Context: an optimization exercise on an open-source flow, tuned for small area, a short achievable clock period and few clock cycles. The choices shown serve that exercise and are no tape-out recipe.
No functional check of the RTL was part of any run shown here.
Power figures rest on the tool's default switching activity, not on a simulated workload.

==> config.mk <==
export PLATFORM = sky130hd
export DESIGN_NAME = ipdc_top
export DESIGN_NICKNAME = ipdc_top
export VERILOG_FILES = /design/flow/design.v
export SDC_FILE = /design/flow/constraint.sdc
export NUM_CORES = 4
export LEC_CHECK = 0
export CAP_MARGIN = 20
export CORE_MARGIN = 2
export CORE_UTILIZATION = 60
export CTS_BUF_LIST = sky130_fd_sc_hd__clkbuf_8
export CTS_CLUSTER_DIAMETER = 50
export CTS_CLUSTER_SIZE = 16
export PLACE_DENSITY = 0.7
export SETUP_SLACK_MARGIN = 3.0
export SLEW_MARGIN = 20
==> constraint.sdc <==
create_clock -name core_clock -period 5.5 [get_ports {i_clk}]
set_input_delay 1.1000 -clock core_clock [delete_from_list [all_inputs] [get_ports {i_clk}]]
set_output_delay 1.1000 -clock core_clock [all_outputs]
set_load 0.01 [all_outputs]
==> design.v <==
`default_nettype none
package ipdc_pkg;
	localparam int unsigned IMG_DIM          = 8;
	localparam int unsigned WIN_DIM          = 4;
	localparam int unsigned IMG_PIXELS       = IMG_DIM * IMG_DIM;
	localparam int unsigned WIN_PIXELS       = WIN_DIM * WIN_DIM;
	localparam int unsigned MAX_ORIGIN_COORD = IMG_DIM - WIN_DIM;
	localparam int unsigned ZOOM_ORIGIN      = 2 * IMG_DIM + 2;
	localparam int unsigned CHROMA_OFFSET    = 1024;
	typedef logic [7:0] channel_t;
	typedef struct packed {
		channel_t b;
		channel_t g;
		channel_t r;
	} pixel_t;
	typedef logic [5:0] pix_addr_t;
	typedef logic [3:0] win_idx_t;
	typedef enum logic [2:0] {
		OP_LOAD    = 3'd0,
		OP_RIGHT   = 3'd1,
		OP_DOWN    = 3'd2,
		OP_DEFAULT = 3'd3,
		OP_ZOOM    = 3'd4,
		OP_MEDIAN  = 3'd5,
		OP_YCBCR   = 3'd6,
		OP_RGB     = 3'd7
	} op_mode_e;
endpackage
`default_nettype wire
`default_nettype none
module image_buffer (
	input  logic             i_clk,
	input  logic             i_wr0,       
	input  logic             i_wr32,      
	input  ipdc_pkg::pixel_t i_wr_data,
	input  logic [15:0]      i_sel,       
	output ipdc_pkg::pixel_t o_tap_data
);
	logic [23:0] ring [64];
	always_ff @(posedge i_clk) begin
		ring[0]  <= i_wr0  ? i_wr_data : ring[63];
		ring[32] <= i_wr32 ? i_wr_data : ring[31];
		for (int p = 1; p < 64; p++) begin
			if (p != 32) ring[p] <= ring[p-1];
		end
	end
	always_comb begin
		o_tap_data = '0;
		for (int k = 0; k < 16; k++) begin
			o_tap_data = o_tap_data | (ring[4*k+1] & {24{i_sel[k]}});
		end
	end
endmodule
`default_nettype wire
`default_nettype none
module window_origin (
	input  logic [2:0] i_op,
	input  logic [2:0] i_row,
	input  logic [2:0] i_col,
	output logic [2:0] o_row,
	output logic [2:0] o_col
);
	always_comb begin
		o_row = i_row;
		o_col = i_col;
		case (i_op)
			3'd1: if (i_col != 3'd4) o_col = i_col + 3'd1;
			3'd2: if (i_row != 3'd4) o_row = i_row + 3'd1;
			3'd3: begin o_row = 3'd0; o_col = 3'd0; end
			3'd4: begin o_row = 3'd2; o_col = 3'd2; end
			default: ;
		endcase
	end
endmodule
`default_nettype wire
`default_nettype none
module op_ctrl (
	input  logic             i_clk,
	input  logic             i_rst_n,
	input  logic             i_op_valid,
	input  logic [2:0]       i_op_mode,
	input  logic             i_in_valid,
	input  ipdc_pkg::pixel_t i_in_data,
	output logic             o_in_ready,
	output logic             o_wr0,
	output logic             o_wr32,
	output ipdc_pkg::pixel_t o_wr_data,
	output logic             o_rd_valid,    
	output logic             o_rd_ycc,      
	output logic [15:0]      o_sel          
);
	logic        rdy;
	logic        nrdy;       
	logic        ld_act;
	logic        ld_go;
	logic        img_valid;
	logic [5:0]  pcnt;
	logic [5:0]  ph;
	logic [5:0]  u;          
	logic [5:0]  sd;         
	logic        pvlast;
	logic        xv;
	logic        yv;
	logic [2:0]  xm;
	logic [2:0]  ym;
	logic        xr;         
	logic        xd;         
	logic        xf;         
	logic        xz;         
	logic        xl;         
	logic        xc;         
	logic [2:0]  xm_n;
	logic        seq_act;
	logic [3:0]  n;
	logic [3:0]  tap;
	logic [15:0] sel;        
	logic        s1_v;
	logic        s1_pix;
	logic        s1_ycc;
	logic        ymode;
	logic [2:0]  org_r;
	logic [2:0]  org_c;
	logic        r_sat;      
	logic        c_sat;      
	logic        op_acc;
	logic        pix_acc;
	logic        enq;
	logic        p_last;
	logic [2:0]  nr;
	logic [2:0]  nc;
	logic        h_disp;
	logic        h_mode;
	logic        h_load;
	logic        aligned;
	logic [3:0]  tap0;
	logic        start;
	logic        pop;
	logic        w0;
	logic        at32;
	logic        xv_n;
	logic        yv_n;
	logic        ld_act_n;
	logic        ld_go_n;
	logic        pix_rdy;
	logic        safe0;
	logic [15:0] oh_u;
	logic [15:0] oh_ph;
	logic [15:0] sel0;
	logic        rdy_hold;
	logic        rdy_enq;
	logic        rdy_load;
	assign rdy     = ~nrdy;
	assign op_acc  = i_op_valid & rdy & ~ld_act;
	assign pix_acc = i_in_valid & rdy & ld_act;
	assign enq     = op_acc & (i_op_mode != 3'd5);    
	assign p_last  = pcnt == 6'd63;
	assign w0      = pix_acc & (pcnt == 6'd0);         
	assign at32    = (pcnt != 6'd0) & (sd == 6'd31);
	window_origin u_window_origin (
		.i_op  (xm),
		.i_row (org_r),
		.i_col (org_c),
		.o_row (nr),
		.o_col (nc)
	);
	assign h_disp = xr | xd | xf | xz;
	assign h_mode = xc;
	assign h_load = xl;
	assign aligned = (xr & (c_sat ? (u[1:0] == 2'd0) : (u[1:0] == 2'd1)))
		| (xd & (u[1:0] == 2'd0))
		| (xf & (ph[1:0] == 2'd0))
		| (xz & (ph[1:0] == 2'd2));
	always_comb begin
		tap0 = u[5:2];
		if (xd & ~r_sat) tap0 = u[5:2] - 4'd2;
		if (xf)          tap0 = ph[5:2];
		if (xz)          tap0 = {ph[5:4] - 2'd1, ph[3:2]};
	end
	always_comb begin
		for (int k = 0; k < 16; k++) begin
			oh_u[k]  = u[5:2] == 4'(k);
			oh_ph[k] = ph[5:2] == 4'(k);
		end
		for (int k = 0; k < 16; k++) begin
			sel0[k] = ((xr | (xd & r_sat)) & oh_u[k])
				| ((xd & ~r_sat) & oh_u[(k + 2) % 16])
				| (xf & oh_ph[k])
				| (xz & oh_ph[(k + 4) % 16]);
		end
	end
	assign start = xv & ~seq_act & aligned;
	assign pop   = start | (xv & h_load) | (xv & ~seq_act & h_mode);
	assign xm_n = pop ? (yv ? ym : i_op_mode) : (xv ? xm : i_op_mode);
	assign xv_n = pop ? (yv | enq) : (xv | enq);
	assign yv_n = pop ? (yv & enq) : (yv | (xv & enq));
	assign ld_act_n = ld_act ? ~(pix_acc & p_last) : (op_acc & (i_op_mode == 3'd0));
	assign ld_go_n  = ld_act_n & (ld_go | (pop & h_load));
	always_comb begin
		logic [5:0] pc;
		logic [1:0] c;
		logic [1:0] q;
		c     = n[3:2];
		q     = n[1:0];
		pc    = (q == 2'd0) ? {4'(tap - 4'd1), 2'b01} : {tap, 2'b01};
		safe0 = 1'b1;
		if (seq_act) begin
			for (int d = 0; d < 4; d++) begin
				if (d <= 3 - int'(c)) begin
					if (!((int'(pc) < 4 * d) || (int'(pc) >= 8 * d + 3 - int'(q)))) begin
						safe0 = 1'b0;
					end
				end
			end
		end
	end
	always_comb begin
		if (!(ld_go | (pop & h_load))) begin
			pix_rdy = 1'b0;
		end else if (pcnt == 6'd0) begin
			pix_rdy = safe0;
		end else begin
			pix_rdy = ~seq_act & (sd[4:0] == 5'd30);
		end
	end
	assign rdy_hold = pop | ~yv;                        
	assign rdy_enq  = ~(pop ? yv : (yv | xv));           
	assign rdy_load = ld_act ? (pix_acc | pix_rdy)
		: (op_acc ? ((i_op_mode == 3'd0) ? 1'b0 : (i_op_mode == 3'd5) ? rdy_hold : rdy_enq)
			: rdy_hold);
	always_ff @(posedge i_clk or negedge i_rst_n) begin
		if (!i_rst_n) begin
			nrdy      <= 1'b0;
			ld_act    <= 1'b0;
			ld_go     <= 1'b0;
			img_valid <= 1'b0;
			pcnt      <= '0;
			ph        <= '0;
			u         <= '0;
			sd        <= '0;
			pvlast    <= 1'b0;
			xv        <= 1'b0;
			yv        <= 1'b0;
			xm        <= '0;
			xr        <= 1'b0;
			xd        <= 1'b0;
			xf        <= 1'b0;
			xz        <= 1'b0;
			xl        <= 1'b0;
			xc        <= 1'b0;
			sel       <= '0;
			r_sat     <= 1'b0;
			c_sat     <= 1'b0;
			ym        <= '0;
			seq_act   <= 1'b0;
			n         <= '0;
			tap       <= '0;
			s1_v      <= 1'b0;
			s1_pix    <= 1'b0;
			s1_ycc    <= 1'b0;
			ymode     <= 1'b0;
			org_r     <= '0;
			org_c     <= '0;
		end else begin
			nrdy      <= ~rdy_load;
			ld_act    <= ld_act_n;
			ld_go     <= ld_go_n;
			img_valid <= img_valid | pvlast;
			pcnt      <= pcnt + 6'(pix_acc);
			ph        <= w0 ? 6'd0 : ph + 6'd1;
			if (w0) begin
				u <= 6'd0 - {org_r, org_c};
			end else if (start) begin
				u <= {tap0, 2'b01};
			end else begin
				u <= u + 6'd1;
			end
			if (w0) begin
				sd <= 6'd63;
			end else if (!pix_acc) begin
				sd <= sd + 6'd1;
			end
			pvlast    <= pix_acc & p_last;
			xv        <= xv_n;
			yv        <= yv_n;
			xm        <= xm_n;
			if (pop | ~xv) begin
				xr <= xm_n == 3'd1;
				xd <= xm_n == 3'd2;
				xf <= xm_n == 3'd3;
				xz <= xm_n == 3'd4;
				xl <= xm_n == 3'd0;
				xc <= xm_n[2] & xm_n[1];
			end
			ym        <= (yv & ~pop) ? ym : i_op_mode;
			if (start) begin
				seq_act <= 1'b1;
				n       <= 4'd1;
				tap     <= tap0;
				sel     <= img_valid ? sel0 : 16'd0;
				r_sat   <= nr == 3'd4;
				c_sat   <= nc == 3'd4;
				s1_v    <= 1'b1;
				s1_pix  <= 1'b1;
				s1_ycc  <= ymode;
				org_r   <= nr;
				org_c   <= nc;
			end else if (seq_act) begin
				s1_v    <= 1'b1;
				n       <= n + 4'd1;
				if (n == 4'd15) seq_act <= 1'b0;
				if (n[1:0] == 2'd0) begin
					tap <= tap - 4'd1;
					sel <= {sel[0], sel[15:1]};
				end
			end else if (pop && h_mode) begin
				s1_v    <= 1'b1;
				s1_pix  <= 1'b0;
				sel     <= '0;
				ymode   <= ~xm[0];
			end else if (pvlast) begin
				s1_v    <= 1'b1;
				s1_pix  <= 1'b0;
				sel     <= '0;
			end else begin
				s1_v    <= 1'b0;
				sel     <= '0;
			end
		end
	end
	assign o_in_ready  = rdy;
	assign o_wr0       = pix_acc & ~at32;
	assign o_wr32      = pix_acc & at32;
	assign o_wr_data   = i_in_data;
	assign o_rd_valid  = s1_v;
	assign o_rd_ycc    = s1_ycc & s1_pix;
	assign o_sel       = sel;
endmodule
`default_nettype wire
`default_nettype none
module color_output (
	input  logic             i_clk,
	input  logic             i_rst_n,
	input  logic             i_valid,
	input  logic             i_ycc,      
	input  ipdc_pkg::pixel_t i_pixel,
	output logic             o_out_valid,
	output ipdc_pkg::pixel_t o_out_data
);
	logic [7:0] r;
	logic [7:0] g;
	logic [7:0] b;
	logic [7:0] rn;
	logic [7:0] gn;
	logic [7:0] bn;
	logic [8:0] y_a;
	logic [8:0] y_b;
	logic       y_c;
	logic [8:0] s3_y_a;
	logic [8:0] s3_y_b;
	logic       s3_y_c;
	logic [8:0] y_s;
	logic [8:0] cb_a;
	logic [8:0] cb_b;
	logic       cb_c;
	logic [8:0] s3_cb_a;
	logic [8:0] s3_cb_b;
	logic       s3_cb_c;
	logic [8:0] cb_s;
	logic [8:0] cr_a;
	logic [8:0] cr_b;
	logic       cr_c;
	logic [8:0] s3_cr_a;
	logic [8:0] s3_cr_b;
	logic       s3_cr_c;
	logic [8:0] cr_s;
	logic t1;
	logic t2;
	logic t3;
	logic t4;
	logic t5;
	logic t6;
	logic t7;
	logic t8;
	logic t9;
	logic t10;
	logic t11;
	logic t12;
	logic t13;
	logic t14;
	logic t15;
	logic t16;
	logic t17;
	logic t18;
	logic t19;
	logic t20;
	logic t21;
	logic t22;
	logic t23;
	logic t24;
	logic t25;
	logic t26;
	logic t27;
	logic t28;
	logic t29;
	logic t30;
	logic t31;
	logic t32;
	logic t33;
	logic t34;
	logic t35;
	logic t36;
	logic t37;
	logic t38;
	logic t39;
	logic t40;
	logic t41;
	logic t42;
	logic t43;
	logic t44;
	logic t45;
	logic t46;
	logic t47;
	logic t48;
	logic t49;
	logic t50;
	logic t51;
	logic t52;
	logic t53;
	logic t54;
	logic t55;
	logic t56;
	logic t57;
	logic t58;
	logic t59;
	logic t60;
	logic t61;
	logic t62;
	logic t63;
	logic t64;
	logic t65;
	logic t66;
	logic t67;
	logic t68;
	logic t69;
	logic t70;
	logic t71;
	logic t72;
	logic t73;
	logic t74;
	logic t75;
	logic t76;
	logic t77;
	logic t78;
	logic t79;
	logic t80;
	logic t81;
	logic t82;
	logic t83;
	logic t84;
	logic t85;
	logic t86;
	logic t87;
	logic t88;
	logic t89;
	logic t90;
	logic t91;
	logic t92;
	logic t93;
	logic t94;
	logic t95;
	logic t96;
	logic t97;
	logic t98;
	logic t99;
	logic t100;
	logic t101;
	logic t102;
	logic t103;
	logic t104;
	logic t105;
	logic t106;
	logic t107;
	logic t108;
	logic t109;
	logic t110;
	logic t111;
	logic t112;
	logic t113;
	logic t114;
	logic t115;
	logic t116;
	logic t117;
	logic t118;
	logic t119;
	logic t120;
	logic t121;
	logic t122;
	logic t123;
	logic t124;
	logic t125;
	logic t126;
	logic t127;
	logic t128;
	logic t129;
	logic t130;
	logic t131;
	logic t132;
	logic t133;
	logic t134;
	logic t135;
	logic t136;
	logic t137;
	logic t138;
	logic t139;
	logic t140;
	logic t141;
	logic t142;
	logic t143;
	logic t144;
	logic t145;
	logic t146;
	logic t147;
	logic t148;
	logic t149;
	logic t150;
	logic t151;
	logic t152;
	logic t153;
	logic t154;
	logic t155;
	logic t156;
	logic t157;
	logic t158;
	logic t159;
	logic t160;
	logic t161;
	logic t162;
	logic t163;
	logic t164;
	logic t165;
	logic t166;
	logic t167;
	logic t168;
	logic t169;
	logic t170;
	logic t171;
	logic t172;
	logic t173;
	logic t174;
	logic t175;
	logic t176;
	logic t177;
	logic t178;
	logic t179;
	logic t180;
	logic t181;
	logic t182;
	logic t183;
	logic t184;
	logic t185;
	logic t186;
	logic t187;
	logic t188;
	logic t189;
	logic t190;
	logic t191;
	logic t192;
	logic t193;
	logic t194;
	logic t195;
	logic t196;
	logic t197;
	logic t198;
	logic t199;
	logic t200;
	logic t201;
	logic t202;
	logic t203;
	logic t204;
	logic t205;
	logic t206;
	logic t207;
	logic t208;
	logic t209;
	logic t210;
	logic t211;
	logic t212;
	logic t213;
	logic t214;
	logic t215;
	logic t216;
	logic t217;
	logic t218;
	logic t219;
	logic t220;
	logic t221;
	logic t222;
	logic t223;
	logic t224;
	logic t225;
	logic t226;
	logic t227;
	logic t228;
	logic t229;
	logic t230;
	logic t231;
	logic t232;
	logic t233;
	logic t234;
	logic t235;
	logic t236;
	logic t237;
	logic t238;
	logic t239;
	logic t240;
	logic t241;
	logic t242;
	logic t243;
	logic t244;
	logic t245;
	logic t246;
	logic t247;
	logic t248;
	logic t249;
	logic t250;
	logic t251;
	logic t252;
	logic t253;
	logic t254;
	logic t255;
	logic t256;
	logic t257;
	logic t258;
	logic t259;
	logic t260;
	logic t261;
	logic t262;
	logic t263;
	logic t264;
	logic t265;
	logic t266;
	logic t267;
	logic t268;
	logic t269;
	logic t270;
	logic t271;
	logic t272;
	logic t273;
	logic t274;
	logic t275;
	logic t276;
	logic t277;
	logic t278;
	logic t279;
	logic t280;
	logic t281;
	logic t282;
	logic t283;
	logic t284;
	logic t285;
	logic t286;
	logic t287;
	logic t288;
	logic t289;
	logic t290;
	logic t291;
	logic t292;
	logic t293;
	logic t294;
	logic t295;
	logic t296;
	logic t297;
	logic t298;
	logic t299;
	logic t300;
	logic t301;
	logic t302;
	logic t303;
	logic t304;
	logic t305;
	logic t306;
	logic t307;
	logic t308;
	logic t309;
	logic t310;
	logic t311;
	logic t312;
	logic t313;
	logic t314;
	logic t315;
	logic t316;
	logic t317;
	logic t318;
	logic t319;
	logic t320;
	logic t321;
	logic t322;
	logic t323;
	logic t324;
	logic t325;
	logic t326;
	logic t327;
	logic t328;
	logic t329;
	logic t330;
	logic t331;
	logic t332;
	logic t333;
	assign r  = i_pixel[7:0];
	assign g  = i_pixel[15:8];
	assign b  = i_pixel[23:16];
	assign rn = ~r;
	assign gn = ~g;
	assign bn = ~b;
	always_comb begin
		t1 = r[1] ^ g[0];
		t2 = r[1] & g[0];
		t3 = r[2] ^ g[1];
		t4 = r[2] & g[1];
		t5 = r[3] ^ g[2];
		t6 = r[3] & g[2];
		t7 = r[4] ^ g[3];
		t8 = r[4] & g[3];
		t9 = r[5] ^ g[4];
		t10 = r[5] & g[4];
		t11 = r[6] ^ g[5];
		t12 = r[6] & g[5];
		t13 = t1 ^ g[2];
		t14 = t1 & g[2];
		t15 = t2 ^ t3 ^ g[3];
		t16 = (t2 & t3) | (t2 & g[3]) | (t3 & g[3]);
		t17 = t4 ^ t5 ^ g[4];
		t18 = (t4 & t5) | (t4 & g[4]) | (t5 & g[4]);
		t19 = t6 ^ t7 ^ g[5];
		t20 = (t6 & t7) | (t6 & g[5]) | (t7 & g[5]);
		t21 = t8 ^ t9 ^ g[6];
		t22 = (t8 & t9) | (t8 & g[6]) | (t9 & g[6]);
		t23 = t10 ^ t11 ^ g[7];
		t24 = (t10 & t11) | (t10 & g[7]) | (t11 & g[7]);
		t25 = t12 ^ r[7] ^ g[6];
		t26 = (t12 & r[7]) | (t12 & g[6]) | (r[7] & g[6]);
		t27 = r[0] & g[1];
		t28 = r[0] ^ g[1];
		t29 = t13 & 1'b1;
		t30 = t13 ^ 1'b1;
		t31 = t28 & g[0];
		t32 = t29 | (t30 & t27);
		t33 = t30 & t28;
		y_a = {1'b0, 1'b0, t26, t24, t22, t20, t18, t16, t14};
		y_b = {1'b0, 1'b0, g[7], t25, t23, t21, t19, t17, t15};
		y_c = t32;
		t34 = b[0] ^ rn[2];
		t35 = b[0] & rn[2];
		t36 = b[1] ^ rn[3];
		t37 = b[1] & rn[3];
		t38 = b[2] ^ rn[4];
		t39 = b[2] & rn[4];
		t40 = b[3] ^ rn[5];
		t41 = b[3] & rn[5];
		t42 = b[4] ^ rn[6];
		t43 = b[4] & rn[6];
		t44 = b[5] ^ rn[7];
		t45 = b[5] & rn[7];
		t46 = b[6] ^ gn[7];
		t47 = b[6] & gn[7];
		t48 = rn[1] ^ gn[0];
		t49 = rn[1] & gn[0];
		t50 = ~(t34 ^ gn[1]);
		t51 = t34 | gn[1];
		t52 = t35 ^ t36 ^ gn[2];
		t53 = (t35 & t36) | (t35 & gn[2]) | (t36 & gn[2]);
		t54 = t37 ^ t38 ^ gn[3];
		t55 = (t37 & t38) | (t37 & gn[3]) | (t38 & gn[3]);
		t56 = t39 ^ t40 ^ gn[4];
		t57 = (t39 & t40) | (t39 & gn[4]) | (t40 & gn[4]);
		t58 = t41 ^ t42 ^ gn[5];
		t59 = (t41 & t42) | (t41 & gn[5]) | (t42 & gn[5]);
		t60 = t43 ^ t44 ^ gn[6];
		t61 = (t43 & t44) | (t43 & gn[6]) | (t44 & gn[6]);
		t62 = ~(t45 ^ t46);
		t63 = t45 | t46;
		t64 = t47 ^ b[7];
		t65 = t47 & b[7];
		t66 = rn[0] & 1'b1;
		t67 = rn[0] ^ 1'b1;
		t68 = t48 & 1'b1;
		t69 = t48 ^ 1'b1;
		t70 = t49 & t50;
		t71 = t49 ^ t50;
		t72 = t68 | (t69 & t66);
		t73 = t69 & t67;
		t74 = t70 | (t71 & t68);
		t75 = t71 & t69;
		t76 = t74 | (t75 & t66);
		cb_a = {1'b0, t65, t63, t61, t59, t57, t55, t53, t51};
		cb_b = {1'b0, 1'b0, t64, t62, t60, t58, t56, t54, t52};
		cb_c = t76;
		t77 = r[1] ^ gn[2];
		t78 = r[1] & gn[2];
		t79 = r[2] ^ gn[3];
		t80 = r[2] & gn[3];
		t81 = r[3] ^ gn[4];
		t82 = r[3] & gn[4];
		t83 = r[4] ^ gn[5];
		t84 = r[4] & gn[5];
		t85 = r[5] ^ gn[6];
		t86 = r[5] & gn[6];
		t87 = r[0] ^ gn[1];
		t88 = r[0] & gn[1];
		t89 = t77 ^ gn[3] ^ bn[3];
		t90 = (t77 & gn[3]) | (t77 & bn[3]) | (gn[3] & bn[3]);
		t91 = t78 ^ t79 ^ gn[4];
		t92 = (t78 & t79) | (t78 & gn[4]) | (t79 & gn[4]);
		t93 = t80 ^ t81 ^ gn[5];
		t94 = (t80 & t81) | (t80 & gn[5]) | (t81 & gn[5]);
		t95 = t82 ^ t83 ^ gn[6];
		t96 = (t82 & t83) | (t82 & gn[6]) | (t83 & gn[6]);
		t97 = t84 ^ t85 ^ gn[7];
		t98 = (t84 & t85) | (t84 & gn[7]) | (t85 & gn[7]);
		t99 = t86 ^ r[6];
		t100 = t86 & r[6];
		t101 = gn[0] ^ gn[1];
		t102 = gn[0] & gn[1];
		t103 = t87 ^ gn[2] ^ bn[2];
		t104 = (t87 & gn[2]) | (t87 & bn[2]) | (gn[2] & bn[2]);
		t105 = ~(t88 ^ t89);
		t106 = t88 | t89;
		t107 = t90 ^ t91 ^ bn[4];
		t108 = (t90 & t91) | (t90 & bn[4]) | (t91 & bn[4]);
		t109 = t92 ^ t93 ^ bn[5];
		t110 = (t92 & t93) | (t92 & bn[5]) | (t93 & bn[5]);
		t111 = t94 ^ t95 ^ bn[6];
		t112 = (t94 & t95) | (t94 & bn[6]) | (t95 & bn[6]);
		t113 = t96 ^ t97 ^ bn[7];
		t114 = (t96 & t97) | (t96 & bn[7]) | (t97 & bn[7]);
		t115 = t98 ^ t99 ^ gn[7];
		t116 = (t98 & t99) | (t98 & gn[7]) | (t99 & gn[7]);
		t117 = t100 ^ r[7];
		t118 = t100 & r[7];
		t119 = gn[0] & bn[0];
		t120 = gn[0] ^ bn[0];
		t121 = t101 & bn[1];
		t122 = t101 ^ bn[1];
		t123 = t102 & t103;
		t124 = t102 ^ t103;
		t125 = t121 | (t122 & t119);
		t126 = t122 & t120;
		t127 = t123 | (t124 & t121);
		t128 = t124 & t122;
		t129 = t127 | (t128 & t119);
		cr_a = {1'b0, t118, t116, t114, t112, t110, t108, t106, t104};
		cr_b = {1'b0, 1'b0, t117, t115, t113, t111, t109, t107, t105};
		cr_c = t129;
	end
	logic s3_v;
	always_ff @(posedge i_clk or negedge i_rst_n) begin
		if (!i_rst_n) begin
			s3_v        <= 1'b0;
			o_out_valid <= 1'b0;
		end else begin
			s3_v        <= i_valid;
			o_out_valid <= s3_v;
		end
	end
	always_ff @(posedge i_clk) begin
		s3_y_a <= i_ycc ? y_a : {1'b0, r};
		s3_y_b <= i_ycc ? y_b : 9'd0;
		s3_y_c <= i_ycc & y_c;
		s3_cb_a <= i_ycc ? cb_a : {1'b0, g};
		s3_cb_b <= i_ycc ? cb_b : 9'd0;
		s3_cb_c <= i_ycc & cb_c;
		s3_cr_a <= i_ycc ? cr_a : {1'b0, b};
		s3_cr_b <= i_ycc ? cr_b : 9'd0;
		s3_cr_c <= i_ycc & cr_c;
	end
	always_comb begin
		t130 = s3_y_a[0] & s3_y_b[0];
		t131 = s3_y_a[0] ^ s3_y_b[0];
		t132 = s3_y_a[1] & s3_y_b[1];
		t133 = s3_y_a[1] ^ s3_y_b[1];
		t134 = s3_y_a[2] & s3_y_b[2];
		t135 = s3_y_a[2] ^ s3_y_b[2];
		t136 = s3_y_a[3] & s3_y_b[3];
		t137 = s3_y_a[3] ^ s3_y_b[3];
		t138 = s3_y_a[4] & s3_y_b[4];
		t139 = s3_y_a[4] ^ s3_y_b[4];
		t140 = s3_y_a[5] & s3_y_b[5];
		t141 = s3_y_a[5] ^ s3_y_b[5];
		t142 = s3_y_a[6] & s3_y_b[6];
		t143 = s3_y_a[6] ^ s3_y_b[6];
		t144 = s3_y_a[7] & s3_y_b[7];
		t145 = s3_y_a[7] ^ s3_y_b[7];
		t146 = s3_y_a[8] & s3_y_b[8];
		t147 = s3_y_a[8] ^ s3_y_b[8];
		t148 = t130 | (t131 & s3_y_c);
		t149 = t132 | (t133 & t130);
		t150 = t133 & t131;
		t151 = t134 | (t135 & t132);
		t152 = t135 & t133;
		t153 = t136 | (t137 & t134);
		t154 = t137 & t135;
		t155 = t138 | (t139 & t136);
		t156 = t139 & t137;
		t157 = t140 | (t141 & t138);
		t158 = t141 & t139;
		t159 = t142 | (t143 & t140);
		t160 = t143 & t141;
		t161 = t144 | (t145 & t142);
		t162 = t145 & t143;
		t163 = t146 | (t147 & t144);
		t164 = t147 & t145;
		t165 = t149 | (t150 & s3_y_c);
		t166 = t151 | (t152 & t148);
		t167 = t153 | (t154 & t149);
		t168 = t154 & t150;
		t169 = t155 | (t156 & t151);
		t170 = t156 & t152;
		t171 = t157 | (t158 & t153);
		t172 = t158 & t154;
		t173 = t159 | (t160 & t155);
		t174 = t160 & t156;
		t175 = t161 | (t162 & t157);
		t176 = t162 & t158;
		t177 = t163 | (t164 & t159);
		t178 = t164 & t160;
		t179 = t167 | (t168 & s3_y_c);
		t180 = t169 | (t170 & t148);
		t181 = t171 | (t172 & t165);
		t182 = t173 | (t174 & t166);
		t183 = t175 | (t176 & t167);
		t184 = t176 & t168;
		t185 = t177 | (t178 & t169);
		t186 = t178 & t170;
		t187 = t183 | (t184 & s3_y_c);
		t188 = t185 | (t186 & t148);
		t189 = t131 ^ s3_y_c;
		t190 = t133 ^ t148;
		t191 = t135 ^ t165;
		t192 = t137 ^ t166;
		t193 = t139 ^ t179;
		t194 = t141 ^ t180;
		t195 = t143 ^ t181;
		t196 = t145 ^ t182;
		t197 = t147 ^ t187;
		y_s = {t197, t196, t195, t194, t193, t192, t191, t190, t189};
		t198 = s3_cb_a[0] & s3_cb_b[0];
		t199 = s3_cb_a[0] ^ s3_cb_b[0];
		t200 = s3_cb_a[1] & s3_cb_b[1];
		t201 = s3_cb_a[1] ^ s3_cb_b[1];
		t202 = s3_cb_a[2] & s3_cb_b[2];
		t203 = s3_cb_a[2] ^ s3_cb_b[2];
		t204 = s3_cb_a[3] & s3_cb_b[3];
		t205 = s3_cb_a[3] ^ s3_cb_b[3];
		t206 = s3_cb_a[4] & s3_cb_b[4];
		t207 = s3_cb_a[4] ^ s3_cb_b[4];
		t208 = s3_cb_a[5] & s3_cb_b[5];
		t209 = s3_cb_a[5] ^ s3_cb_b[5];
		t210 = s3_cb_a[6] & s3_cb_b[6];
		t211 = s3_cb_a[6] ^ s3_cb_b[6];
		t212 = s3_cb_a[7] & s3_cb_b[7];
		t213 = s3_cb_a[7] ^ s3_cb_b[7];
		t214 = s3_cb_a[8] & s3_cb_b[8];
		t215 = s3_cb_a[8] ^ s3_cb_b[8];
		t216 = t198 | (t199 & s3_cb_c);
		t217 = t200 | (t201 & t198);
		t218 = t201 & t199;
		t219 = t202 | (t203 & t200);
		t220 = t203 & t201;
		t221 = t204 | (t205 & t202);
		t222 = t205 & t203;
		t223 = t206 | (t207 & t204);
		t224 = t207 & t205;
		t225 = t208 | (t209 & t206);
		t226 = t209 & t207;
		t227 = t210 | (t211 & t208);
		t228 = t211 & t209;
		t229 = t212 | (t213 & t210);
		t230 = t213 & t211;
		t231 = t214 | (t215 & t212);
		t232 = t215 & t213;
		t233 = t217 | (t218 & s3_cb_c);
		t234 = t219 | (t220 & t216);
		t235 = t221 | (t222 & t217);
		t236 = t222 & t218;
		t237 = t223 | (t224 & t219);
		t238 = t224 & t220;
		t239 = t225 | (t226 & t221);
		t240 = t226 & t222;
		t241 = t227 | (t228 & t223);
		t242 = t228 & t224;
		t243 = t229 | (t230 & t225);
		t244 = t230 & t226;
		t245 = t231 | (t232 & t227);
		t246 = t232 & t228;
		t247 = t235 | (t236 & s3_cb_c);
		t248 = t237 | (t238 & t216);
		t249 = t239 | (t240 & t233);
		t250 = t241 | (t242 & t234);
		t251 = t243 | (t244 & t235);
		t252 = t244 & t236;
		t253 = t245 | (t246 & t237);
		t254 = t246 & t238;
		t255 = t251 | (t252 & s3_cb_c);
		t256 = t253 | (t254 & t216);
		t257 = t199 ^ s3_cb_c;
		t258 = t201 ^ t216;
		t259 = t203 ^ t233;
		t260 = t205 ^ t234;
		t261 = t207 ^ t247;
		t262 = t209 ^ t248;
		t263 = t211 ^ t249;
		t264 = t213 ^ t250;
		t265 = t215 ^ t255;
		cb_s = {t265, t264, t263, t262, t261, t260, t259, t258, t257};
		t266 = s3_cr_a[0] & s3_cr_b[0];
		t267 = s3_cr_a[0] ^ s3_cr_b[0];
		t268 = s3_cr_a[1] & s3_cr_b[1];
		t269 = s3_cr_a[1] ^ s3_cr_b[1];
		t270 = s3_cr_a[2] & s3_cr_b[2];
		t271 = s3_cr_a[2] ^ s3_cr_b[2];
		t272 = s3_cr_a[3] & s3_cr_b[3];
		t273 = s3_cr_a[3] ^ s3_cr_b[3];
		t274 = s3_cr_a[4] & s3_cr_b[4];
		t275 = s3_cr_a[4] ^ s3_cr_b[4];
		t276 = s3_cr_a[5] & s3_cr_b[5];
		t277 = s3_cr_a[5] ^ s3_cr_b[5];
		t278 = s3_cr_a[6] & s3_cr_b[6];
		t279 = s3_cr_a[6] ^ s3_cr_b[6];
		t280 = s3_cr_a[7] & s3_cr_b[7];
		t281 = s3_cr_a[7] ^ s3_cr_b[7];
		t282 = s3_cr_a[8] & s3_cr_b[8];
		t283 = s3_cr_a[8] ^ s3_cr_b[8];
		t284 = t266 | (t267 & s3_cr_c);
		t285 = t268 | (t269 & t266);
		t286 = t269 & t267;
		t287 = t270 | (t271 & t268);
		t288 = t271 & t269;
		t289 = t272 | (t273 & t270);
		t290 = t273 & t271;
		t291 = t274 | (t275 & t272);
		t292 = t275 & t273;
		t293 = t276 | (t277 & t274);
		t294 = t277 & t275;
		t295 = t278 | (t279 & t276);
		t296 = t279 & t277;
		t297 = t280 | (t281 & t278);
		t298 = t281 & t279;
		t299 = t282 | (t283 & t280);
		t300 = t283 & t281;
		t301 = t285 | (t286 & s3_cr_c);
		t302 = t287 | (t288 & t284);
		t303 = t289 | (t290 & t285);
		t304 = t290 & t286;
		t305 = t291 | (t292 & t287);
		t306 = t292 & t288;
		t307 = t293 | (t294 & t289);
		t308 = t294 & t290;
		t309 = t295 | (t296 & t291);
		t310 = t296 & t292;
		t311 = t297 | (t298 & t293);
		t312 = t298 & t294;
		t313 = t299 | (t300 & t295);
		t314 = t300 & t296;
		t315 = t303 | (t304 & s3_cr_c);
		t316 = t305 | (t306 & t284);
		t317 = t307 | (t308 & t301);
		t318 = t309 | (t310 & t302);
		t319 = t311 | (t312 & t303);
		t320 = t312 & t304;
		t321 = t313 | (t314 & t305);
		t322 = t314 & t306;
		t323 = t319 | (t320 & s3_cr_c);
		t324 = t321 | (t322 & t284);
		t325 = t267 ^ s3_cr_c;
		t326 = t269 ^ t284;
		t327 = t271 ^ t301;
		t328 = t273 ^ t302;
		t329 = t275 ^ t315;
		t330 = t277 ^ t316;
		t331 = t279 ^ t317;
		t332 = t281 ^ t318;
		t333 = t283 ^ t323;
		cr_s = {t333, t332, t331, t330, t329, t328, t327, t326, t325};
	end
	always_ff @(posedge i_clk) begin
		o_out_data[7:0]   <= y_s[8]  ? 8'hff : y_s[7:0];
		o_out_data[15:8]  <= cb_s[8] ? 8'hff : cb_s[7:0];
		o_out_data[23:16] <= cr_s[8] ? 8'hff : cr_s[7:0];
	end
endmodule
`default_nettype wire
`default_nettype none
module ipdc_top (
	input  logic             i_clk,
	input  logic             i_rst_n,
	input  logic             i_op_valid,
	input  logic [2:0]       i_op_mode,
	input  logic             i_in_valid,
	input  ipdc_pkg::pixel_t i_in_data,
	output logic             o_in_ready,
	output logic             o_out_valid,
	output ipdc_pkg::pixel_t o_out_data
);
	logic             wr0;
	logic             wr32;
	ipdc_pkg::pixel_t wr_data;
	logic             rd_valid;
	logic             rd_ycc;
	logic [15:0]      sel;
	ipdc_pkg::pixel_t tap_data;
	logic             s2_v;
	logic             s2_ycc;
	ipdc_pkg::pixel_t s2_d;
	op_ctrl u_op_ctrl (
		.i_clk       (i_clk),
		.i_rst_n     (i_rst_n),
		.i_op_valid  (i_op_valid),
		.i_op_mode   (i_op_mode),
		.i_in_valid  (i_in_valid),
		.i_in_data   (i_in_data),
		.o_in_ready  (o_in_ready),
		.o_wr0       (wr0),
		.o_wr32      (wr32),
		.o_wr_data   (wr_data),
		.o_rd_valid  (rd_valid),
		.o_rd_ycc    (rd_ycc),
		.o_sel       (sel)
	);
	image_buffer u_image_buffer (
		.i_clk      (i_clk),
		.i_wr0      (wr0),
		.i_wr32     (wr32),
		.i_wr_data  (wr_data),
		.i_sel      (sel),
		.o_tap_data (tap_data)
	);
	always_ff @(posedge i_clk or negedge i_rst_n) begin
		if (!i_rst_n) begin
			s2_v   <= 1'b0;
			s2_ycc <= 1'b0;
		end else begin
			s2_v   <= rd_valid;
			s2_ycc <= rd_ycc;
		end
	end
	always_ff @(posedge i_clk) begin
		s2_d <= tap_data;
	end
	color_output u_color_output (
		.i_clk       (i_clk),
		.i_rst_n     (i_rst_n),
		.i_valid     (s2_v),
		.i_ycc       (s2_ycc),
		.i_pixel     (s2_d),
		.o_out_valid (o_out_valid),
		.o_out_data  (o_out_data)
	);
endmodule
`default_nettype wire
==> run.sh <==
#!/bin/bash
# synth_recipe.tcl (not shown) runs the flow's synth.tcl, then flattens the netlist and writes it again
# the make line also repeats each setting of config.mk as NAME=value (left out here)
make -C /OpenROAD-flow-scripts/flow DESIGN_CONFIG=/design/flow/config.mk WORK_HOME=/design/flow/orfs CLKGATE_MAP_FILE= SYNTH_SCRIPT=/design/flow/synth_recipe.tcl finish
==> impl_metrics.env, run 1 <==
export IMPL_synth_most_common_cell="dfxtp_1"
export IMPL_post_route_period_util_pct=44.2
export IMPL_ant_nets=0
export IMPL_synth_mux_area_fraction_pct=1.88
export IMPL_synth_adder_area_share_pct=3.49
export IMPL_syn_avg_cell_area_sq_um=15.1
export IMPL_layout_min_cycle_time_ps=2430
export IMPL_die_h_um=271
export IMPL_synth_top_family_by_area="compound AO/OA/AOI/OAI gates"
export IMPL_crit_fanout=3
export IMPL_crit_type="reg2out"
export IMPL_vias_per_cell=5.18
export IMPL_slew_violations=0
export IMPL_grt_pass1_vias=20800
export IMPL_crit_path_end_kind="output port"
export IMPL_p_int_mw=17.0
export IMPL_rsz0062_at_grt="yes"
export IMPL_cts_sinks=1716
export IMPL_cts_buffers=132
export IMPL_crit_required_ps=4400
export IMPL_synth_edf_count=0
export IMPL_tns_ps=0
export IMPL_grt_use_met1_pct=29.8
export IMPL_port_buffers=56
export IMPL_finalClockSkew_ps=22.1
export IMPL_cts_buffer_depth=3
export IMPL_grt_max_degree=68
export IMPL_ys_seq_area_share_pct=81.4
export IMPL_ys_ff_latch=1716
export IMPL_drive_gt1_share_pct=9.77
export IMPL_fillerInstances=4855
export IMPL_yosys_top_cells_count="1632 x dfxtp_1, 102 x a22o_1, 97 x a221oi_1, 97 x nand2_1, 94 x inv_1"
export IMPL_place_congestion=0.839
export IMPL_routedWlPerCell_um=19.4
export IMPL_synth_xor_area_share_pct=0.697
export IMPL_drt_iter0_markers=1229
export IMPL_synth_area_sq_um=42700
export IMPL_p_comb_share_pct=15.0
export IMPL_syn_instance_count=2838
export IMPL_cp_arrival_ps=1330
export IMPL_busiest_layer="met2"
export IMPL_area_growth_pct=8.95
export IMPL_worst_pin_slew_ps=1060
export IMPL_worst_setup_path_start_kind="flop"
export IMPL_drc=0
export IMPL_globalRouteMet2Util_pct=33.2
export IMPL_synthTopCellsByArea="dfxtp_1 76%, dfrtp_1 4.9%, ha_1 2.3%"
export IMPL_async_flop_share_pct=4.90
export IMPL_first_pass_iters=7
export IMPL_antenna_found_initial=4
export IMPL_synth_largest_area_cell="dfxtp_1"
export IMPL_synth_top_cell_area_share_pct=76.5
export IMPL_track_usage_pct=21.2
export IMPL_wl_um=76700
export IMPL_status="complete, no violations"
export IMPL_synth_compound_area_share_pct=7.29
export IMPL_hp_class="in2async"
export IMPL_final_nets=3105
export IMPL_dp_hpwl_um=46400
export IMPL_ys_warn_count=6
export IMPL_relSlewSlack_pct=29.3
export IMPL_power_density_nw_per_um2=515
export IMPL_syn_num_nets=2973
export IMPL_dieArea_sq_um=73300
export IMPL_core_area_sq_um=70300
export IMPL_final_area_sq_um=46500
export IMPL_vdd_drop_max_uv=309
export IMPL_overflow=0
export IMPL_cap_viol_max_count=0
export IMPL_cts_root_buffer="clkbuf_8"
export IMPL_cts_tree="yes"
export IMPL_num_vias=20500
export IMPL_htree_levels=4
export IMPL_yosys_most_used_dff="dfxtp_1"
export IMPL_dieWidth_um=271
export IMPL_hold_violations=0
export IMPL_start_util_pct=60.8
export IMPL_seqPwrFrac_pct=59.4
export IMPL_cts_clk_slew_worst_paths_ps=90
export IMPL_grt_pass1_wl_um=119000
export IMPL_netSwitchingPower_mw=6.94
export IMPL_clk_latency_ps=790
export IMPL_ys_types=65
export IMPL_pin_count=57
export IMPL_max_freq_mhz=411
export IMPL_placed_area_sq_um=44300
export IMPL_pwr_share_clk_pct=25.6
export IMPL_cellLeakagePower_nw=18.8
export IMPL_finalSetupViolCount=0
export IMPL_rows=97
export IMPL_synth_simple_gate_area_share_pct=3.55
export IMPL_swShare_pct=28.9
export IMPL_met3_usage_pct=4.06
==> cell usage in the layout, fill, tap and decap left out, drive strengths merged, types with 4 or more instances in the layout <==
master         netlist  routed
clkbuf              79     138
fa                  25      25
o21a                 9       9
or3                  4       4
o21ai               73      73
mux2                55      55
and2                16      16
dfxtp             1632    1632
a22o               102     102
o22ai               10      10
nor3                17      17
buf                  9      44
a21o                10      10
o211ai               5       5
nor2                69      69
clkinv               1       5
ha                  79      79
xor2                10      10
mux2i               11      11
clkdlybuf4s50        0      29
a311o                4       4
a41oi                4       4
a31oi                6       6
or2                  6       6
a211oi               6       6
nand4               28      28
nand3               20      20
a221oi              97      97
dfrtp               84      84
nand2b              10      10
a22oi                6       6
nor2b               29      29
a32oi                5       5
clkinvlp             0       8
inv                 94     117
a21oi               68      68
clkdlybuf4s15        0      11
nand2               97      97
xnor2               24      24
==> per-stage QoR <==
step / total power [mW] / instances / util [%] / worst slack (ps) / hold slack [ps]
floorplan: 16.4 / 2838 / - / 3270 / 310
global placement: 17.9 / 3767 / 63.0 / 1650 / 310
detailed placement: 18.1 / 3767 / 63.0 / 1550 / 312
CTS: 24.1 / 3950 / 66.2 / 2980 / 194
global route: 25.1 / 3952 / 66.2 / 2980 / 227
finish: 24.0 / 3952 / 66.2 / 3070 / 260
==> timing repair <==
item / in CTS / in global routing
gates resized for setup: 95 / 13
pin swaps: 2 / 1
cloned: 1 / 0
hold buffers: 0 / 0
buffers inserted: 8 / 0
endpoints found under the setup margin: 95 / 37
==> kinds of logic after synthesis <==
kind of cell,after synthesis
compound gates,425
buf+inv,183
flops,1716
mux,66
xor+xnor,34
simple gates,310
fa+ha+maj,104
==> final cells by class <==
class | count | area (sq um) | share of cell area [%]
Antenna cell | 2 | 5.00 | 0.0108
Clock buffer | 137 | 1890 | 4.05
Multi-Input combinational cell | 940 | 7270 | 15.6
Clock inverter | 37 | 323 | 0.694
Timing Repair Buffer | 85 | 738 | 1.59
Tap cell | 940 | 1180 | 2.53
Sequential cell | 1716 | 34800 | 74.7
Inverter | 95 | 357 | 0.766
==> registers in the layout, indices dropped and copies added, names as in the netlist, 8 cells and up <==
register                   count
u_op_ctrl.sel                 16
s2_d                          24
u_color_output.s3_cb_a         8
u_color_output.s3_cr_a         8
u_color_output.o_out_data     24
u_color_output.s3_y_a          8
u_image_buffer.ring         1536
==> routing by layer <==
layer,up-vias,share of wire (%)
met1,10000,48
met4,0,2.4
li1,9774,-
met5,-,0
met2,503,46
met3,151,4.2
==> worst max-delay path, cell delays in order, from the launching register on <==
cell	delay (ps)
dfrtp_1	380
inv_2	80
buf_6	100
==> power by group through the flow <==
stage	logic [mW]	registers [mW]	clock network, mW
floorplan	2.40	14.0	0
global placement	3.47	14.5	0
detailed placement	3.57	14.5	0
CTS	3.60	14.2	6.29
global route	3.96	14.3	6.79
finish	3.60	14.2	6.14
==> final timing paths <==
path,start,end,slack [ps],cells after the start
min in group core_clock,u_image_buffer.ring[52][2]$_DFF_P_,u_image_buffer.ring[53][2]$_DFF_P_,320,0
max reg2reg,u_op_ctrl.u[0]$_DFF_PN0_,u_op_ctrl.c_sat$_DFFE_PN0P_,3100,8
max in group asynchronous,i_rst_n,u_op_ctrl.n[1]$_DFFE_PN0N_,4190,2
min,i_rst_n,u_op_ctrl.u[0]$_DFF_PN0_,260,1
min reg2reg,u_image_buffer.ring[52][2]$_DFF_P_,u_image_buffer.ring[53][2]$_DFF_P_,320,0
max,u_op_ctrl.nrdy$_DFF_PN0_,o_in_ready,3070,2
==> run 2, diff against run 1 <==
--- a/config.mk
+++ b/config.mk
@@ -9,3 +9,3 @@
 export CORE_MARGIN = 2
-export CORE_UTILIZATION = 60
+export CORE_UTILIZATION = 70
 export CTS_BUF_LIST = sky130_fd_sc_hd__clkbuf_8
@@ -13,4 +13,4 @@
 export CTS_CLUSTER_SIZE = 16
-export PLACE_DENSITY = 0.7
-export SETUP_SLACK_MARGIN = 3.0
+export PLACE_DENSITY = 0.8
+export SETUP_SLACK_MARGIN = 3.2
 export SLEW_MARGIN = 20
==> run 2 against run 1 <==
Still clean on timing, DRC and antenna. Design area decreased by 0.67%. Worst setup slack better by 39 ps. Clock skew grew 2.6 ps. Clock power decreased by 8.0%. Sequential share of layout area increased by 0.54 points. Flip-flop and latch count is the same. Non-clock buffer count rose by 13. Count of clock-buffer cells in the layout down 14.
==> impl_metrics.env, run 2 <==
export IMPL_status="complete, no violations"
export IMPL_r2r_cells=3
export IMPL_dp_hpwl_um=48700
export IMPL_vdd_drop_max_uv=306
export IMPL_synth_mux_area_fraction_pct=1.88
export IMPL_area_growth_pct=8.21
export IMPL_die_h_um=251
export IMPL_rows=90
export IMPL_layout_min_cycle_time_ps=2390
export IMPL_synth_most_common_cell="dfxtp_1"
export IMPL_finalSetupViolCount=0
export IMPL_overflow=0
export IMPL_synth_xor_area_share_pct=0.697
export IMPL_synth_simple_gate_area_share_pct=3.55
export IMPL_drc=0
export IMPL_swShare_pct=29.2
export IMPL_cts_buffers=120
export IMPL_grt_pass1_wl_um=124000
export IMPL_antenna_found_initial=3
export IMPL_yosys_most_used_dff="dfxtp_1"
export IMPL_synth_adder_area_share_pct=3.49
export IMPL_vias_per_cell=5.52
export IMPL_grt_pass1_vias=21600
export IMPL_pin_count=57
export IMPL_rsz0062_at_grt="yes"
export IMPL_synth_top_cell_area_share_pct=76.5
export IMPL_tns_ps=0
export IMPL_cts_sinks=1716
export IMPL_drive_gt1_share_pct=10.3
export IMPL_crit_required_ps=4400
export IMPL_ys_ff_latch=1716
export IMPL_cts_clk_slew_worst_paths_ps=90
export IMPL_track_usage_pct=26.0
export IMPL_worst_pin_slew_ps=1150
export IMPL_htree_levels=3
export IMPL_largest_reg_flops=1536
export IMPL_fillerInstances=3337
export IMPL_startpoint="u_op_ctrl.nrdy$_DFF_PN0_"
export IMPL_cp_arrival_ps=1290
export IMPL_worst_setup_path_start_kind="flop"
export IMPL_cap_viol_max_count=0
export IMPL_finalClockSkew_ps=24.7
export IMPL_pwr_share_clk_pct=23.8
export IMPL_power_density_nw_per_um2=512
export IMPL_async_flop_share_pct=4.90
export IMPL_synth_largest_area_cell="dfxtp_1"
export IMPL_clk_latency_ps=760
export IMPL_synth_edf_count=0
export IMPL_final_common_cell="dfxtp_1"
export IMPL_relSlewSlack_pct=23.2
export IMPL_ys_seq_area_share_pct=81.4
export IMPL_cts_buffer_depth=3
export IMPL_routedWlPerCell_um=21.4
export IMPL_yosys_top_cells_count="1632 x dfxtp_1, 102 x a22o_1, 97 x a221oi_1, 97 x nand2_1, 94 x inv_1"
export IMPL_final_nets=3106
export IMPL_dieArea_sq_um=63000
export IMPL_slew_violations=0
export IMPL_regMostFlops="u_image_buffer.ring"
export IMPL_crit_fanout=2
export IMPL_ys_warn_count=6
export IMPL_syn_num_nets=2973
export IMPL_hold_violations=0
export IMPL_cellLeakagePower_nw=18.8
export IMPL_netSwitchingPower_mw=6.92
export IMPL_drt_iter0_markers=1556
export IMPL_grt_max_degree=85
export IMPL_synth_compound_area_share_pct=7.29
export IMPL_seqPwrFrac_pct=60.3
export IMPL_multi_input_area_sq_um=7340
export IMPL_crit_type="reg2out"
export IMPL_p_comb_share_pct=15.8
export IMPL_endpoint="o_in_ready"
export IMPL_top_regs="u_image_buffer.ring x1536, s2_d x24, u_color_output.o_out_data x24"
export IMPL_start_util_pct=70.8
export IMPL_place_congestion=0.894
export IMPL_r2r_start="u_op_ctrl.sel[8]$_DFFE_PN0P_"
export IMPL_post_route_period_util_pct=43.5
export IMPL_p_int_mw=16.8
export IMPL_ys_types=65
export IMPL_hp_class="reg2reg"
export IMPL_max_freq_mhz=418
export IMPL_cts_root_buffer="clkbuf_8"
export IMPL_synthTopCellsByArea="dfxtp_1 76%, dfrtp_1 4.9%, ha_1 2.3%"
export IMPL_cts_hold_buf=0
export IMPL_r2r_slack_ps=3230
export IMPL_first_pass_iters=9
export IMPL_dieWidth_um=251
export IMPL_core_area_sq_um=60400
export IMPL_syn_avg_cell_area_sq_um=15.1
export IMPL_syn_instance_count=2838
export IMPL_regArea_sq_um=34800
export IMPL_ant_nets=0
export IMPL_total_power_mw=23.7
export IMPL_synth_top_family_by_area="compound AO/OA/AOI/OAI gates"
export IMPL_rr_endpoint="s2_d[5]$_DFF_P_"
export IMPL_wl_um=81000
export IMPL_synth_area_sq_um=42700
export IMPL_most_common_layout_cells="1621 x dfxtp_1, 123 x clkbuf_8, 102 x a22o_1"
export IMPL_cts_tree="yes"
export IMPL_port_buffers=56
export IMPL_crit_path_end_kind="output port"
export IMPL_num_vias=20900
## run 2: changes by cell type in the layout (fill, tap and decap cells not counted), moves of 3 or more
cell,delta
dfxtp_2,+8
clkbuf_8,-14
inv_2,+3
inv_6,-3
buf_12,+3
dfrtp_2,+3
clkdlybuf4s15_2,-9
clkinvlp_4,-4
buf_6,+10
dfxtp_1,-8
inv_1,-3
buf_4,+9
dfrtp_1,-3
## run 2: worst max-delay path, stage by stage (launching register included)
cell and delay, ps:
dfrtp_1 390, inv_2 70, buf_6 100
## run 2: repair_timing
item                                    CTS  global route
endpoints found under the setup margin  111            97
pin swaps                                 5             7
resized for setup                       130            36
setup buffers                            12             9
gates cloned                              1             1
## run 2: through the flow
step	setup WS (ps)	area [sq um]	util, %	instances	hold slack, ps
3_3_place_gp	1690	44000	73.0	3608	310
2_1_floorplan	3270	42700	-	2838	310
5_1_grt	3050	46200	76.6	3779	321
6_report	3110	46200	76.6	3779	315
4_1_cts	3060	46000	76.2	3768	306
3_5_place_dp	1690	44000	73.0	3608	312
## run 2: cells by family (layout without fill, tap and decap cells)
| group | after synthesis | after routing |
|---|---|---|
| DFF | 1716 | 1716 |
| AOI/OAI and AO/OA | 425 | 425 |
| and+or+nand+nor | 310 | 311 |
| buffers and inverters | 183 | 340 |
| adders and majority gates | 104 | 104 |
| muxes | 66 | 66 |
| xor gates and xnor gates | 34 | 34 |
| other | 0 | 1 |
## run 2: how the worst min path moves through the flow
stage                     cells after the start                             endpoint  slack (ps)                           startpoint
after global routing                          0   u_image_buffer.ring[49][5]$_DFF_P_         320   u_image_buffer.ring[48][5]$_DFF_P_
after CTS                                     0  u_image_buffer.ring[12][17]$_DFF_P_         310  u_image_buffer.ring[11][17]$_DFF_P_
final                                         0  u_image_buffer.ring[36][17]$_DFF_P_         310  u_image_buffer.ring[35][17]$_DFF_P_
after floorplan                               0   u_image_buffer.ring[11][0]$_DFF_P_         310   u_image_buffer.ring[10][0]$_DFF_P_
after detailed placement                      0   u_image_buffer.ring[11][7]$_DFF_P_         310   u_image_buffer.ring[10][7]$_DFF_P_
after global placement                        0  u_image_buffer.ring[35][11]$_DFF_P_         310  u_image_buffer.ring[34][11]$_DFF_P_
## run 2: power by group through the flow
stage	clock [mW]	combinational, mW	sequential, mW
after floorplan	0	2.40	14.0
final	5.65	3.75	14.3
after global placement	0	3.35	14.5
after CTS	5.74	3.62	14.3
after global routing	6.19	4.08	14.4
after detailed placement	0	3.53	14.5
## run 2: final cells by class
type	count	area share (%)
Inverter	95	0.771
Clock inverter	24	0.344
Clock buffer	123	3.66
Timing Repair Buffer	98	1.94
Multi-Input combinational cell	940	15.9
Antenna cell	1	0.00541
Sequential cell	1716	75.3
Tap cell	782	2.12
## run 2: per-layer routing
layer	global-route usage, %	vias to the layer above	part of all wire [%]
met5	0	-	0
met4	7.84	0	2.6
met3	4.12	175	4.5
met2	43.6	572	48
met1	35.4	10400	45
li1	-	9754	-
==> run 3, diff against run 2 <==
--- a/config.mk
+++ b/config.mk
@@ -9,7 +9,7 @@
 export CORE_MARGIN = 2
-export CORE_UTILIZATION = 70
-export CTS_BUF_LIST = sky130_fd_sc_hd__clkbuf_8
-export CTS_CLUSTER_DIAMETER = 50
-export CTS_CLUSTER_SIZE = 16
-export PLACE_DENSITY = 0.8
+export CORE_UTILIZATION = 60
+export CTS_BUF_LIST = sky130_fd_sc_hd__clkbuf_16
+export CTS_CLUSTER_DIAMETER = 60
+export CTS_CLUSTER_SIZE = 36
+export PLACE_DENSITY = 0.7
 export SETUP_SLACK_MARGIN = 3.2
==> run 3 against run 2 <==
Still clean. Critical path depth is 1 lower. Combinational power about the same. Global-route usage shrank 5.0 points. Area after synthesis unchanged. Wire length fell by 5.1%. Clock power is about 20% higher. Sequential share of layout area shrank 1.2 points. Total power up 4.6%. Non-clock buffer count shrank 1. Design area up 1.7%. Sequential power about the same.
==> impl_metrics.env, run 3 <==
export IMPL_tns_ps=0
export IMPL_endpoint="o_out_valid"
export IMPL_worst_setup_path_start_kind="flop"
export IMPL_rr_endpoint="u_image_buffer.ring[0][4]$_DFF_P_"
export IMPL_most_common_layout_cells="1630 x dfxtp_1, 102 x a22o_1, 97 x a221oi_1, 97 x nand2_1, 91 x inv_1"
export IMPL_rsz0062_at_grt="yes"
export IMPL_antenna_found_initial=4
export IMPL_clk_latency_ps=640
export IMPL_area_growth_pct=10.0
export IMPL_cap_viol_max_count=0
export IMPL_synth_edf_count=0
export IMPL_dp_hpwl_um=46400
export IMPL_overflow=0
export IMPL_top_regs="u_image_buffer.ring x1536, s2_d x24, u_color_output.o_out_data x24"
export IMPL_final_nets=3056
export IMPL_syn_instance_count=2838
export IMPL_first_pass_iters=5
export IMPL_placed_area_sq_um=44300
export IMPL_grt_max_degree=68
export IMPL_r2r_cells=6
export IMPL_track_usage_pct=21.0
export IMPL_yosys_most_used_dff="dfxtp_1"
export IMPL_dieWidth_um=271
export IMPL_critical_path_depth=1
export IMPL_grt_pass1_vias=20200
export IMPL_ys_types=65
export IMPL_utilization_pct=66.9
export IMPL_ant_nets=0
export IMPL_power_density_nw_per_um2=527
export IMPL_crit_type="reg2out"
export IMPL_core_area_sq_um=70300
export IMPL_htree_levels=3
export IMPL_drt_iter0_markers=1281
export IMPL_synth_most_common_cell="dfxtp_1"
export IMPL_pin_count=57
export IMPL_ys_seq_area_share_pct=81.4
export IMPL_grt_pass1_wl_um=118000
export IMPL_max_stage_delay_ps=390
export IMPL_path_cells="buf_2"
export IMPL_syn_avg_cell_area_sq_um=15.1
export IMPL_r2r_start="u_op_ctrl.pcnt[3]$_DFF_PN0_"
export IMPL_finalSetupViolCount=0
export IMPL_startpoint="u_color_output.o_out_valid$_DFF_PN0_"
export IMPL_cts_clk_slew_worst_paths_ps=120
export IMPL_regMostFlops="u_image_buffer.ring"
export IMPL_fin_cells=3909
export IMPL_cts_sinks=1716
export IMPL_dieArea_sq_um=73300
export IMPL_synth_largest_area_cell="dfxtp_1"
export IMPL_hp_class="reg2reg"
export IMPL_drive_gt1_share_pct=9.47
export IMPL_num_vias=20100
export IMPL_largest_reg_flops=1536
export IMPL_cts_buffers=71
export IMPL_yosys_top_cells_count="1632 x dfxtp_1, 102 x a22o_1, 97 x a221oi_1, 97 x nand2_1, 94 x inv_1"
export IMPL_slowest_stage="dfrtp_1"
export IMPL_start_util_pct=60.8
export IMPL_relSlewSlack_pct=30.5
export IMPL_cellLeakagePower_nw=19.0
export IMPL_cp_arrival_ps=1180
export IMPL_hold_violations=0
export IMPL_crit_buf_inv=1
export IMPL_slew_violations=0
export IMPL_die_h_um=271
export IMPL_max_freq_mhz=440
export IMPL_ys_ff_latch=1716
export IMPL_crit_required_ps=4400
export IMPL_syn_num_nets=2973
export IMPL_worst_slack_ps=3220
export IMPL_post_place_ws_ps=1550
export IMPL_cpLargestDelayFamily="flip-flops"
export IMPL_dp_cells=3767
export IMPL_cts_tree="yes"
export IMPL_final_common_cell="dfxtp_1"
export IMPL_final_area_sq_um=47000
export IMPL_vdd_drop_max_uv=395
export IMPL_synth_area_sq_um=42700
export IMPL_r2r_slack_ps=3250
export IMPL_routedWlPerCell_um=19.6
export IMPL_drc=0
export IMPL_synthTopCellsByArea="dfxtp_1 76%, dfrtp_1 4.9%, ha_1 2.3%"
export IMPL_vias_per_cell=5.15
export IMPL_layout_min_cycle_time_ps=2280
export IMPL_cts_buffer_depth=3
export IMPL_crit_path_end_kind="output port"
export IMPL_wl_um=76800
export IMPL_post_route_period_util_pct=41.4
export IMPL_async_flop_share_pct=4.90
export IMPL_ys_warn_count=6
export IMPL_crit_fanout=1
export IMPL_worst_pin_slew_ps=1040
export IMPL_cts_root_buffer="clkbuf_16"
export IMPL_place_congestion=0.839
export IMPL_port_buffers=56
export IMPL_status="complete, no violations"
export IMPL_rows=97
export IMPL_synth_top_cell_area_share_pct=76.5
export IMPL_cts_hold_buf=0
export IMPL_finalClockSkew_ps=44.3
==> run 3: changes by cell type in the layout (fill, tap and decap cells not counted), moves of 5 or more <==
cell | previous run | this run
inv_1 | 100 | 91
clkinv_16 | 0 | 6
buf_2 | 14 | 23
buf_6 | 13 | 3
clkbuf_16 | 1 | 77
inv_16 | 0 | 10
clkbuf_8 | 123 | 0
dfxtp_1 | 1621 | 1630
clkinv_8 | 0 | 5
dfxtp_2 | 11 | 2
==> run 3: final cells by class <==
cell class / instances / area [sq um]
antenna: 1 / 2.50
clock buffer: 77 / 1930
clock inverter: 43 / 636
fill: 4831 / 23300
inverter: 95 / 357
multi-input combinational: 940 / 7330
sequential: 1716 / 34800
tap: 940 / 1180
timing repair buffer: 97 / 777
==> run 3: how the worst min path moves through the flow <==
stage	startpoint	endpoint	slack [ps]	cells past startpoint
after floorplan	u_image_buffer.ring[10][0]$_DFF_P_	u_image_buffer.ring[11][0]$_DFF_P_	310	0
after global placement	u_image_buffer.ring[16][8]$_DFF_P_	u_image_buffer.ring[17][8]$_DFF_P_	310	0
after detailed placement	u_image_buffer.ring[51][4]$_DFF_P_	u_image_buffer.ring[52][4]$_DFF_P_	310	0
after CTS	u_image_buffer.ring[52][2]$_DFF_P_	u_image_buffer.ring[53][2]$_DFF_P_	300	0
after global routing	u_image_buffer.ring[52][2]$_DFF_P_	u_image_buffer.ring[53][2]$_DFF_P_	300	0
final	u_image_buffer.ring[52][2]$_DFF_P_	u_image_buffer.ring[53][2]$_DFF_P_	290	0
==> run 3: cell families after synthesis <==
| group | after synthesis | share of synthesized area (%) |
|---|---|---|
| mux | 66 | 1.88 |
| buf+inv | 183 | 1.69 |
| compound gates | 425 | 7.29 |
| xor+xnor | 34 | 0.697 |
| flops | 1716 | 81.4 |
| fa+ha+maj | 104 | 3.49 |
| simple gates | 310 | 3.55 |
==> run 3: through the flow <==
| stage | total power, mW | hold slack [ps] |
|---|---|---|
| after floorplan | 16.4 | 310 |
| final | 24.8 | 289 |
| after global placement | 17.9 | 310 |
| after CTS | 24.8 | 295 |
| after detailed placement | 18.1 | 312 |
| after global routing | 25.8 | 295 |
==> run 3: report_power, final <==
part	switching (mW)	internal (mW)	leakage (nW)	total [mW]
Clock	3.99	2.80	1.23	6.79
Sequential	0.901	13.3	14.2	14.2
Combinational	2.38	1.34	3.55	3.72
Total	7.28	17.5	19.0	24.8
==> run 3: routing by layer <==
| layer | GRT usage (%) | up-vias | part of all wire, % |
|---|---|---|---|
| met2 | 33.9 | 436 | 46 |
| met1 | 30.0 | 9900 | 48 |
| met4 | 5.54 | 2 | 2.0 |
| li1 | - | 9693 | - |
| met3 | 3.00 | 109 | 4.2 |
| met5 | 0 | - | 0.023 |
==> run 3: what timing repair did <==
item / in CTS / in global routing
pin swaps: 5 / 7
gates resized for setup: 114 / 31
endpoints found under the hold margin: 0 / 0
cloned: 1 / 0
setup buffers: 13 / 7
endpoints found under the setup margin: 119 / 78

-- port drivers added, routing unchanged --
No port has a modelled driver above. Below, the same layouts with a new extraction and two added sets of constraints. Step 1 (the two cells are an assumption about what drives the block):
set clk [get_ports {i_clk}]
set_driving_cell -lib_cell sky130_fd_sc_hd__clkbuf_16 $clk
set_driving_cell -lib_cell sky130_fd_sc_hd__buf_2 [delete_from_list [all_inputs] $clk]
Step 2, shift: input delay + t, output delay - t, t = (earliest + latest rising clock arrival at the registers) / 2. This alone moves slack from input paths to output paths. a / b / c = ideal / step 1 / step 2; a / b = the first two.
run	t, ns	slack for setup (ns)	hold slack, ns
run 1	0.839	3.067 / 3.009 / 2.402	0.260 / 0.230 / 0.317
run 2	0.809	3.107 / 3.045 / 2.512	0.315 / 0.315 / 0.315
run 3	0.691	3.225 / 3.163 / 2.611	0.289 / 0.289 / 0.289
After both steps every run listed still meets setup and hold. The setup slack of run 1, which loses most, moves by -0.058 ns with the drivers and by -0.665 ns with both steps.
